This design comes from an exercise in tuning for small area on the open sky130 flow, not from production work.
Function was checked by simulation only, so behaviour that the tests miss may differ from the original.

==> flow/design.v, too long to show whole: its modules and the start of the top module <==
// module ssc_prn_step: 15 lines
// module ssc_fa: 4 lines
// module ssc_ha: 4 lines
// module ssc_sin_rom: 293 lines
// module ssc_gain_mul: 482 lines
// module ssc_add32_c: 102 lines
// module ssc_add32_p: 110 lines
// module ssc_tx_chan: 134 lines
module ssc_tx_chan
#(
    parameter logic [15:0] BASE   = 16'h0800,
    parameter int          SIN_AW = 13
) (
    input  logic        clk,
    input  logic        rst,
    input  logic [31:0] addr,
    input  logic [31:0] Wdata,
    input  logic        write,
    input  logic        read,
    output logic [31:0] Rdata,
    input  logic        tick,
    output logic [15:0] DAC,
    output logic        pushDAC,
    output logic        epoch
);
  // ...
==> flow/flow/run.sh <==
#!/bin/bash
# The standard layout (standard.sh), changed only in two ways: the port buffers use the
# smallest buffer cell, and clock tree synthesis inserts no dummy loads and uses clkbuf_8
# buffers on clusters of at most 10 sinks.
# Each tool's full output stays in the ORFS logs under orfs/logs; make's output goes to
# standard.log in this folder.
set -euo pipefail
export REMOVE_ABC_BUFFERS=1
export BUFFER_PORTS_ARGS="-buffer_cell sky130_fd_sc_hd__buf_1"
export CTS_ARGS="-sink_clustering_enable -repair_clock_nets -dont_use_dummy_load -buf_list {sky130_fd_sc_hd__clkbuf_8} -sink_clustering_size 10 -sink_clustering_max_diameter 50"
bash standard.sh > standard.log 2>&1
==> flow/standard.sh <==
#!/bin/bash
# synth_recipe.tcl (not shown) runs the flow's synth.tcl, then flattens the netlist and writes it again
# the make line also repeats each setting of config.mk as NAME=value (left out here)
make -C /OpenROAD-flow-scripts/flow DESIGN_CONFIG=/design/flow/config.mk WORK_HOME=/design/flow/orfs CLKGATE_MAP_FILE= SYNTH_SCRIPT=/design/flow/synth_recipe.tcl "${@:-finish}"
==> flow/config.mk <==
export PLATFORM = sky130hd
export DESIGN_NAME = ssc_tx_chan
export DESIGN_NICKNAME = ssc_tx_chan
export VERILOG_FILES = /design/flow/design.v
export SDC_FILE = /design/flow/constraint.sdc
export NUM_CORES = 4
export LEC_CHECK = 0
export ABC_AREA = 1
export CAP_MARGIN = 20
export CORE_MARGIN = 2
export CORE_UTILIZATION = 40
export GPL_TIMING_DRIVEN = 0
export SLEW_MARGIN = 20
export SYNTH_HIERARCHICAL = 1
==> flow/constraint.sdc <==
create_clock -name core_clock -period 9.0 [get_ports {clk}]
set_input_delay 1.8000 -clock core_clock [delete_from_list [all_inputs] [get_ports {clk}]]
set_output_delay 1.8000 -clock core_clock [all_outputs]
set_load 0.01 [all_outputs]
==> impl_metrics.prom, run 1 <==
# TYPE chip_impl_metric gauge
chip_impl_info{name="run_status",value="complete, no violations"} 1
chip_impl_metric{name="use_met2",unit="%"} 40.5
chip_impl_info{name="timing.critical_path.to_type",value="register"} 1
chip_impl_metric{name="initial_core_util",unit="%"} 40.3
chip_impl_metric{name="routedLengthMet1",unit="microns"} 30600
chip_impl_metric{name="post_cts_buffers",unit=""} 1
chip_impl_metric{name="multi_input_area_share",unit="%"} 58.2
chip_impl_metric{name="fp.dieH",unit="microns"} 250
chip_impl_metric{name="worstSetupPathDepth",unit=""} 37
chip_impl_info{name="ys.flop_type",value="dfrtp_1"} 1
chip_impl_metric{name="final.hold.worst_slack",unit="ns"} 0.350
chip_impl_metric{name="floorplan.tapcells",unit=""} 782
chip_impl_metric{name="sh_seq_area",unit="%"} 27.7
chip_impl_metric{name="synthAdderAreaFrac",unit="%"} 22.5
chip_impl_metric{name="sum_of_met3_wire_segment_lengths_after_detailed_routing",unit="microns"} 3690
chip_impl_metric{name="cts_made_buffers",unit=""} 42
chip_impl_metric{name="buffers_on_ports",unit=""} 102
chip_impl_metric{name="clock_tree.htree_level_count",unit=""} 2
chip_impl_info{name="crit_end",value="ecnt_q[20]"} 1
chip_impl_info{name="r2r_start",value="chph_q[0]"} 1
chip_impl_metric{name="setup_viol_count_final",unit=""} 0
chip_impl_metric{name="clockNetworkAreaShare",unit="%"} 2.23
chip_impl_metric{name="synth.ff_latch_count",unit=""} 293
chip_impl_metric{name="vias_per_instance",unit=""} 5.69
chip_impl_info{name="post_synth_main_area_contributors",value="dfrtp_1, fa_1, nand2_1, xor2_1, inv_1"} 1
chip_impl_info{name="cts.root.buffer_cell",value="clkbuf_8"} 1
chip_impl_metric{name="dpl.hpwl",unit="microns"} 53700
chip_impl_metric{name="synthesis.area_per_instance",unit="sq um"} 8.76
chip_impl_metric{name="die_w",unit="microns"} 250
chip_impl_metric{name="grt_use_met3",unit="%"} 2.63
chip_impl_metric{name="synthArstFlopShare",unit="%"} 89.8
chip_impl_info{name="reg2reg_to",value="ecnt_q[20]"} 1
chip_impl_metric{name="setup_slack",unit="ns"} 0.370
chip_impl_metric{name="post_cts_hold_buffer_count",unit=""} 0
chip_impl_metric{name="non_clock_inverter_count",unit=""} 370
chip_impl_info{name="hold_path_end",value="vld_pipe[1]"} 1
chip_impl_metric{name="layout.filler_cells",unit=""} 5902
chip_impl_metric{name="first_iter_violations",unit=""} 1552
==> run 2, diff against run 1 <==
--- a/flow/flow/run.sh
+++ b/flow/flow/run.sh
@@ -6,5 +6,4 @@
 # standard.log in this folder.
 set -euo pipefail
-export REMOVE_ABC_BUFFERS=1
 export BUFFER_PORTS_ARGS="-buffer_cell sky130_fd_sc_hd__buf_1"
 export CTS_ARGS="-sink_clustering_enable -repair_clock_nets -dont_use_dummy_load -buf_list {sky130_fd_sc_hd__clkbuf_8} -sink_clustering_size 10 -sink_clustering_max_diameter 50"
--- a/flow/config.mk
+++ b/flow/config.mk
@@ -10,5 +10,4 @@
 export CORE_MARGIN = 2
 export CORE_UTILIZATION = 40
-export GPL_TIMING_DRIVEN = 0
 export SLEW_MARGIN = 20
 export SYNTH_HIERARCHICAL = 1
==> run 2 against run 1 <==
  * Still clean on timing, DRC and antenna
  * Utilization rose by 0.13 points
  * Register-to-register slack improved by 0.13 ns
  * Critical path depth fell by 11
  * Worst hold slack got worse by 0.025 ns
==> impl_metrics.prom, run 2 <==
# TYPE chip_impl_metric gauge
chip_impl_metric{name="timing.fmax",unit="MHz"} 118
chip_impl_metric{name="critical_path_buf_inv_count",unit=""} 2
chip_impl_info{name="setup.worst_path.start_class",value="register"} 1
chip_impl_metric{name="synthesis.area_per_instance",unit="sq um"} 8.76
chip_impl_metric{name="critical_path_required",unit="ns"} 9.53
chip_impl_info{name="mostFrequentLayoutCells",value="nand2_1, inv_1, dfrtp_1"} 1
chip_impl_metric{name="crit_fanout",unit=""} 8
chip_impl_metric{name="global_route.usage.met1",unit="%"} 32.0
chip_impl_metric{name="routed_wire_length_per_instance",unit="microns"} 20.8
chip_impl_info{name="layer_with_the_highest_usage_after_global_routing",value="met2"} 1
chip_impl_info{name="min-delay-path-class",value="reg -> reg"} 1
chip_impl_metric{name="setup_viol_count_final",unit=""} 0
chip_impl_info{name="post_synth_main_area_contributors",value="dfrtp_1, fa_1, nand2_1, xor2_1, inv_1"} 1
chip_impl_metric{name="vias_per_instance",unit=""} 5.64
chip_impl_metric{name="gr-total-overflow",unit=""} 0
chip_impl_metric{name="worstMarginPinSlew",unit="ns"} 1.08
chip_impl_info{name="critPathTopFamily",value="adder cells"} 1
chip_impl_metric{name="later_pin_clock_latency_in_the_skew_report",unit="ns"} 0.63
chip_impl_metric{name="number_of_rows_created_at_floorplan",unit=""} 90
chip_impl_metric{name="gpl.final_weighted_congestion",unit=""} 0.936
chip_impl_metric{name="final_max_slew_viol_count",unit=""} 0
chip_impl_info{name="tritoncts",value="done"} 1
chip_impl_metric{name="route.final.wire_length",unit="microns"} 75000
chip_impl_metric{name="post-synth-top-area-fraction",unit="%"} 27.2
chip_impl_metric{name="fin_setup_tns",unit="ns"} 0
chip_impl_metric{name="yosysSeqAreaShare",unit="%"} 29.7
chip_impl_info{name="cpMaxStageDelayCell",value="xnor2_1"} 1
chip_impl_info{name="netlist.top_cell.by_area",value="dfrtp_1"} 1
chip_impl_info{name="worstSetupPathType",value="reg -> reg"} 1
chip_impl_info{name="ys.flop_type",value="dfrtp_1"} 1
chip_impl_info{name="mostFrequentLayoutCell",value="nand2_1"} 1
chip_impl_metric{name="yosysWarningCount",unit=""} 8
chip_impl_metric{name="maxCapViolations",unit=""} 0
chip_impl_metric{name="buffers_on_ports",unit=""} 102
chip_impl_metric{name="post_cts_hold_buffer_count",unit=""} 0
chip_impl_metric{name="remaining_drc_errors",unit=""} 0
chip_impl_metric{name="dpl.hpwl",unit="microns"} 55000
chip_impl_metric{name="io_pins",unit=""} 119
chip_impl_metric{name="cts_buffer_depth",unit=""} 3
chip_impl_metric{name="initial_core_util",unit="%"} 40.3
chip_impl_metric{name="synthArstFlopShare",unit="%"} 89.8
chip_impl_metric{name="stdcell_area",unit="sq mm"} 0.0260
chip_impl_metric{name="grt_first_pass_wirelength",unit="microns"} 119000
chip_impl_metric{name="synth.ff_latch_count",unit=""} 293
chip_impl_info{name="cts.root.buffer_cell",value="clkbuf_8"} 1
chip_impl_metric{name="netlist_cell_types",unit=""} 54
chip_impl_metric{name="layout-drive-gt1-share",unit="%"} 7.44
chip_impl_metric{name="fp.dieH",unit="microns"} 250
chip_impl_metric{name="grt_use_met3",unit="%"} 2.94
chip_impl_metric{name="cts_resized",unit=""} 0
chip_impl_metric{name="die_w",unit="microns"} 250
chip_impl_metric{name="detailroute.via_count",unit=""} 20325
chip_impl_metric{name="relSlewSlack",unit="%"} 27.7
chip_impl_metric{name="timing.critical_path.slowest_cell_delay",unit="ns"} 0.75
chip_impl_metric{name="hold_viol",unit=""} 0
chip_impl_info{name="netlist_top_cells_count",value="nand2_1, inv_1, dfrtp_1, fa_1, o21ai_0"} 1
chip_impl_metric{name="final_nets",unit=""} 3181
chip_impl_info{name="rsz0062_at_grt",value="no"} 1
chip_impl_info{name="synth_most_common_cell",value="nand2_1"} 1
chip_impl_metric{name="die-area",unit="sq mm"} 0.0624
chip_impl_metric{name="worst-endpoint-arrival",unit="ns"} 9.03
chip_impl_info{name="crit_top_cell",value="fa_1"} 1
chip_impl_info{name="run_status",value="complete, no violations"} 1
chip_impl_metric{name="fin_crit",unit="ns"} 8.50
chip_impl_metric{name="tritoncts_num_sinks",unit=""} 293
chip_impl_metric{name="post_cts_buffers",unit=""} 0
chip_impl_metric{name="flow.area_growth_from_synthesis",unit="%"} 7.62
chip_impl_metric{name="grt_antenna_before_repair",unit=""} 2
chip_impl_metric{name="cts.reportedPaths.clkPinSlew",unit="ns"} 0.07
chip_impl_metric{name="antennaDiodeCount",unit=""} 0
chip_impl_metric{name="final.period_utilization",unit="%"} 94.4
chip_impl_metric{name="mappedNetlistArea",unit="sq mm"} 0.0242
chip_impl_metric{name="first_iter_violations",unit=""} 1619
chip_impl_metric{name="vias_in_the_first_global_route",unit=""} 20873
chip_impl_metric{name="use_met2",unit="%"} 41.5
chip_impl_metric{name="finClkSkew",unit="ns"} 0.0664
chip_impl_metric{name="groute.usage.overall",unit="%"} 24.2
chip_impl_metric{name="firstDrtPassIters",unit=""} 6
chip_impl_metric{name="placement.cell_area",unit="sq mm"} 0.0254
chip_impl_metric{name="clock_tree.htree_level_count",unit=""} 2
chip_impl_metric{name="antenna_violating_nets_post_route",unit=""} 0
chip_impl_metric{name="fp.coreArea",unit="sq mm"} 0.0600
chip_impl_metric{name="grt_max_degree",unit=""} 156
chip_impl_metric{name="cts_made_buffers",unit=""} 40
chip_impl_info{name="timing.critical_path.to_type",value="register"} 1
chip_impl_metric{name="syn_inst",unit=""} 2760
chip_impl_metric{name="synth-edff-count",unit=""} 0
## run 2: cell counts after synthesis
No cell type changed its count.
## run 2: cell families after synthesis
group | share of synthesized area (%)
AND/OR/NAND/NOR | 17.1
AO/OA/AOI/OAI | 14.5
buffers and inverters | 8.40
flip-flops | 29.7
adder cells (fa/ha/maj) | 22.5
XOR/XNOR | 6.91
multiplexers | 0.746
## run 2: final cells by class
class                   instances  area, sq um
fillers                      5903        34000
multi-input cells            1951        15000
flip-flops and latches        293         7180
inverters                     370         1400
well taps                     782          978
repair buffers                167          911
clock buffers                  40          551
## run 2: layer usage
metal | vias to the layer above | wire [microns]
met3 | 147 | 3850
met1 | 10224 | 31800
met5 | - | 0
met4 | 0 | 2150
li1 | 9288 | -
met2 | 666 | 37200
## run 2: worst paths after layout
kind,startpoint,endpoint,slack [ns],cells past startpoint
min in group asynchronous,rst,chf_q[27],1.12,2
max in group asynchronous,rst,chf_q[0],6.46,4
max,n2_q,dac_q[0],0.50,26
min reg2reg,n1_q,n2_q,0.32,0
min,n1_q,n2_q,0.32,0
max reg2reg,n2_q,dac_q[0],0.50,26
## run 2: stage by stage
| step | utilization (%) | setup WS [ns] | instances | hold WS (ns) |
|---|---|---|---|---|
| 6_report | 43.3 | 0.501 | 3603 | 0.324 |
| 4_1_cts | 43.2 | 0.440 | 3600 | 0.328 |
| 5_1_grt | 43.3 | 0.0727 | 3603 | 0.336 |
| 3_5_place_dp | 42.3 | 0.484 | 3560 | 0.314 |
| 3_3_place_gp | 42.3 | 0.507 | 3560 | 0.313 |
| 2_1_floorplan | - | 0.914 | 2760 | 0.310 |
## run 2: per-module statistics from Yosys (local to each module, per instance)
| module | flops+latches | copies in the design |
|---|---|---|
| ssc_fa | 0 | 244 |
| ssc_prn_step | 0 | 1 |
| ssc_gain_mul | 0 | 1 |
| ssc_add32_p | 0 | 1 |
| ssc_ha | 0 | 29 |
| ssc_tx_chan | 293 | 1 |
| ssc_sin_rom | 0 | 1 |
| ssc_add32_c | 0 | 1 |
## run 2: worst reg2reg max path, delay by kind of cell, from the launching register on
family          cells  cell delay, ns
compound gates      3            0.41
flops               1            0.34
fa+ha+maj          13            5.46
mux                 1            0.20
buf+inv             2            0.34
xor+xnor            2            1.00
simple gates        5            0.70
==> run 3, diff against run 2 <==
--- a/flow/flow/run.sh
+++ b/flow/flow/run.sh
@@ -7,4 +7,4 @@
 set -euo pipefail
 export BUFFER_PORTS_ARGS="-buffer_cell sky130_fd_sc_hd__buf_1"
-export CTS_ARGS="-sink_clustering_enable -repair_clock_nets -dont_use_dummy_load -buf_list {sky130_fd_sc_hd__clkbuf_8} -sink_clustering_size 10 -sink_clustering_max_diameter 50"
+export CTS_ARGS="-sink_clustering_enable -repair_clock_nets -dont_use_dummy_load -buf_list {sky130_fd_sc_hd__clkbuf_8} -sink_clustering_size 16 -sink_clustering_max_diameter 60"
 bash standard.sh > standard.log 2>&1
==> run 3 against run 2 <==
  * Still clean
  * Synthesized cell count unchanged
  * Via count decreased by 0.26%
  * Final cell count decreased by 0.25%
  * Synthesized area unchanged
  * Setup slack improved by 0.067 ns
  * Clock-buffer cell count decreased by 10
==> impl_metrics.prom, run 3 <==
# TYPE chip_impl_metric gauge
chip_impl_metric{name="final_design_utilization",unit="%"} 43.1
chip_impl_metric{name="first_iter_violations",unit=""} 1564
chip_impl_metric{name="yosysWarningCount",unit=""} 8
chip_impl_info{name="cts.root.buffer_cell",value="clkbuf_8"} 1
chip_impl_metric{name="detailroute.via_count",unit=""} 20273
chip_impl_metric{name="placement.cell_area",unit="sq mm"} 0.0254
chip_impl_metric{name="final_max_slew_viol_count",unit=""} 0
chip_impl_metric{name="timing.fmax",unit="MHz"} 119
chip_impl_metric{name="antenna_violating_nets_post_route",unit=""} 0
chip_impl_metric{name="layout.filler_cells",unit=""} 5924
chip_impl_metric{name="die-area",unit="sq mm"} 0.0624
chip_impl_metric{name="routed_wire_length_per_instance",unit="microns"} 20.7
chip_impl_metric{name="cts_made_buffers",unit=""} 30
chip_impl_metric{name="finClkSkew",unit="ns"} 0.0768
chip_impl_metric{name="yosysSeqAreaShare",unit="%"} 29.7
chip_impl_info{name="netlist_top_cells_count",value="nand2_1, inv_1, dfrtp_1, fa_1, o21ai_0"} 1
chip_impl_metric{name="fin_setup_tns",unit="ns"} 0
chip_impl_metric{name="tritoncts_num_sinks",unit=""} 293
chip_impl_metric{name="syn_inst",unit=""} 2760
chip_impl_metric{name="timing.critical_path.slowest_cell_delay",unit="ns"} 0.73
chip_impl_metric{name="stdcell_area",unit="sq mm"} 0.0259
chip_impl_info{name="tritoncts",value="done"} 1
chip_impl_metric{name="hold_viol",unit=""} 0
chip_impl_metric{name="flow.area_growth_from_synthesis",unit="%"} 7.07
chip_impl_metric{name="firstDrtPassIters",unit=""} 6
chip_impl_metric{name="relSlewSlack",unit="%"} 32.3
chip_impl_metric{name="worstMarginPinSlew",unit="ns"} 1.02
chip_impl_info{name="min-delay-path-class",value="reg -> reg"} 1
chip_impl_metric{name="number_of_rows_created_at_floorplan",unit=""} 90
chip_impl_metric{name="groute.usage.overall",unit="%"} 23.9
chip_impl_metric{name="synth-edff-count",unit=""} 0
chip_impl_info{name="run_status",value="complete, no violations"} 1
chip_impl_metric{name="final_nets",unit=""} 3171
chip_impl_metric{name="grt_first_pass_wirelength",unit="microns"} 118000
chip_impl_metric{name="synthesis.area_per_instance",unit="sq um"} 8.76
chip_impl_info{name="setup.worst_path.start_class",value="register"} 1
chip_impl_metric{name="post_cts_buffers",unit=""} 0
chip_impl_info{name="critPathTopFamily",value="adder cells"} 1
chip_impl_metric{name="post-synth-top-area-fraction",unit="%"} 27.2
chip_impl_info{name="ys.flop_type",value="dfrtp_1"} 1
chip_impl_metric{name="cts_buffer_depth",unit=""} 3
chip_impl_metric{name="crit_fanout",unit=""} 9
chip_impl_metric{name="fin_crit",unit="ns"} 8.43
chip_impl_metric{name="synth.ff_latch_count",unit=""} 293
chip_impl_metric{name="post_layout_nonfiller_instances",unit=""} 3594
chip_impl_metric{name="worst-endpoint-arrival",unit="ns"} 8.94
chip_impl_metric{name="gr-total-overflow",unit=""} 0
chip_impl_metric{name="maxCapViolations",unit=""} 0
chip_impl_metric{name="buffers_on_ports",unit=""} 102
chip_impl_info{name="mostFrequentLayoutCell",value="nand2_1"} 1
chip_impl_metric{name="grt_antenna_before_repair",unit=""} 2
chip_impl_metric{name="route.final.wire_length",unit="microns"} 74300
chip_impl_metric{name="later_pin_clock_latency_in_the_skew_report",unit="ns"} 0.66
chip_impl_metric{name="final.period_utilization",unit="%"} 93.7
chip_impl_metric{name="io_pins",unit=""} 119
chip_impl_info{name="crit_top_cell",value="fa_1"} 1
chip_impl_info{name="netlist.top_cell.by_area",value="dfrtp_1"} 1
chip_impl_metric{name="initial_core_util",unit="%"} 40.3
chip_impl_metric{name="die_w",unit="microns"} 250
chip_impl_metric{name="dpl.hpwl",unit="microns"} 55000
chip_impl_metric{name="cts.reportedPaths.clkPinSlew",unit="ns"} 0.07
chip_impl_info{name="timing.critical_path.to_type",value="register"} 1
chip_impl_metric{name="gpl.final_weighted_congestion",unit=""} 0.936
chip_impl_metric{name="layout-drive-gt1-share",unit="%"} 7.15
chip_impl_metric{name="critical_path_buf_inv_count",unit=""} 5
chip_impl_metric{name="fp.dieH",unit="microns"} 250
chip_impl_metric{name="vias_in_the_first_global_route",unit=""} 20757
chip_impl_info{name="worstSetupPathType",value="reg -> reg"} 1
chip_impl_metric{name="netlist_cell_types",unit=""} 54
chip_impl_metric{name="setup_viol_count_final",unit=""} 0
chip_impl_metric{name="final.hold.worst_slack",unit="ns"} 0.328
chip_impl_metric{name="clock_tree.htree_level_count",unit=""} 1
chip_impl_metric{name="post-place-cells",unit=""} 3560
chip_impl_info{name="synth_most_common_cell",value="nand2_1"} 1
chip_impl_metric{name="fp.coreArea",unit="sq mm"} 0.0600
chip_impl_info{name="cpMaxStageDelayCell",value="xnor2_1"} 1
chip_impl_metric{name="mappedNetlistArea",unit="sq mm"} 0.0242
chip_impl_metric{name="critical_path_required",unit="ns"} 9.51
chip_impl_metric{name="vias_per_instance",unit=""} 5.64
chip_impl_metric{name="remaining_drc_errors",unit=""} 0
chip_impl_info{name="rsz0062_at_grt",value="no"} 1
chip_impl_info{name="mostFrequentLayoutCells",value="nand2_1, inv_1, dfrtp_1"} 1
chip_impl_metric{name="grt_max_degree",unit=""} 156
chip_impl_info{name="post_synth_main_area_contributors",value="dfrtp_1, fa_1, nand2_1, xor2_1, inv_1"} 1
chip_impl_metric{name="synthArstFlopShare",unit="%"} 89.8
## run 3: cell counts after synthesis
Identical to the previous run, type by type.
## run 3: cell type report
cell class	count	area (sq um)	area share, %
multi-input cells	1951	15000	57.9
inverters	370	1400	5.40
clock buffers	30	413	1.60
diodes	1	2.50	0.00967
repair buffers	167	911	3.52
flip-flops and latches	293	7180	27.8
well taps	782	978	3.78
## run 3: through the flow
stage | setup WS [ns]
3_5_place_dp | 0.484
4_1_cts | 0.435
2_1_floorplan | 0.914
3_3_place_gp | 0.507
5_1_grt | 0.0833
6_report | 0.568
## run 3: cells by family after synthesis
group | synth area share, %
xor gates and xnor gates | 6.91
and+or+nand+nor | 17.1
DFF | 29.7
adders and majority gates | 22.5
buffers and inverters | 8.40
muxes | 0.746
AOI/OAI and AO/OA | 14.5
## run 3: worst paths after layout
path	startpoint	end	slack (ns)	depth (start not counted)
worst max-delay path	n2_q	dac_q[2]	0.57	27
worst min-delay path	n1_q	n2_q	0.33	0
worst max register to register	n2_q	dac_q[2]	0.57	27
worst min register to register	n1_q	n2_q	0.33	0
max in group asynchronous	rst	chf_q[0]	6.45	4
min in group asynchronous	rst	chf_q[27]	1.10	2
## run 3: routing by layer
metal  GRT usage (%)  part of all wire, %  up-vias
li1                -                    -     9291
met1            32.0                   43    10210
met2            41.2                   50      638
met3            2.05                  4.7      134
met4            7.40                  2.9        0
met5               0                    0        -
## run 3: Yosys stat by module, one instance, submodules excluded
module | copies in the design | flops+latches | area (sq um) | cells
ssc_sin_rom | 1 | 0 | 696 | 163
ssc_fa | 244 | 0 | 20.0 | 1
ssc_prn_step | 1 | 0 | 623 | 136
ssc_ha | 29 | 0 | 12.5 | 1
ssc_gain_mul | 1 | 0 | 3290 | 537
ssc_add32_c | 1 | 0 | 353 | 62
ssc_tx_chan | 1 | 293 | 13500 | 1500
ssc_add32_p | 1 | 0 | 457 | 89
## run 3: what timing repair did
item,4_1_cts,5_1_grt
gates resized for setup,0,1
hold endpoints to repair,0,0
setup endpoints to repair,0,1
hold buffers,0,0

-- static timing again, ports no longer ideal --
How much do the figures lean on ideal ports? The routed layouts below were timed once more, with nothing changed but the port constraints. Step 1: set_driving_cell puts a clkbuf_16 on clk and a buf_2 on each other input, an assumption about the parent block. Step 2 also shifts input and output timing later by t, the mid clock arrival at the registers, as if the neighbouring blocks saw the same clock. a / b / c = no drivers / after step 1 / after step 2; a / b = the first two.
run | t, ns | slack for setup (ns) | hold slack, ns | worst setup path at the end | worst data-port slew with drivers (ns)
run 1 | 0.651 | 0.370 / 0.370 / 0.370 | 0.350 / 0.350 / 0.350 | register to register | 0.05
run 2 | 0.639 | 0.501 / 0.501 / 0.501 | 0.324 / 0.324 / 0.324 | register to register | 0.06
run 3 | 0.671 | 0.568 / 0.568 / 0.568 | 0.328 / 0.328 / 0.328 | register to register | 0.06
After both steps every run listed still meets setup and hold.
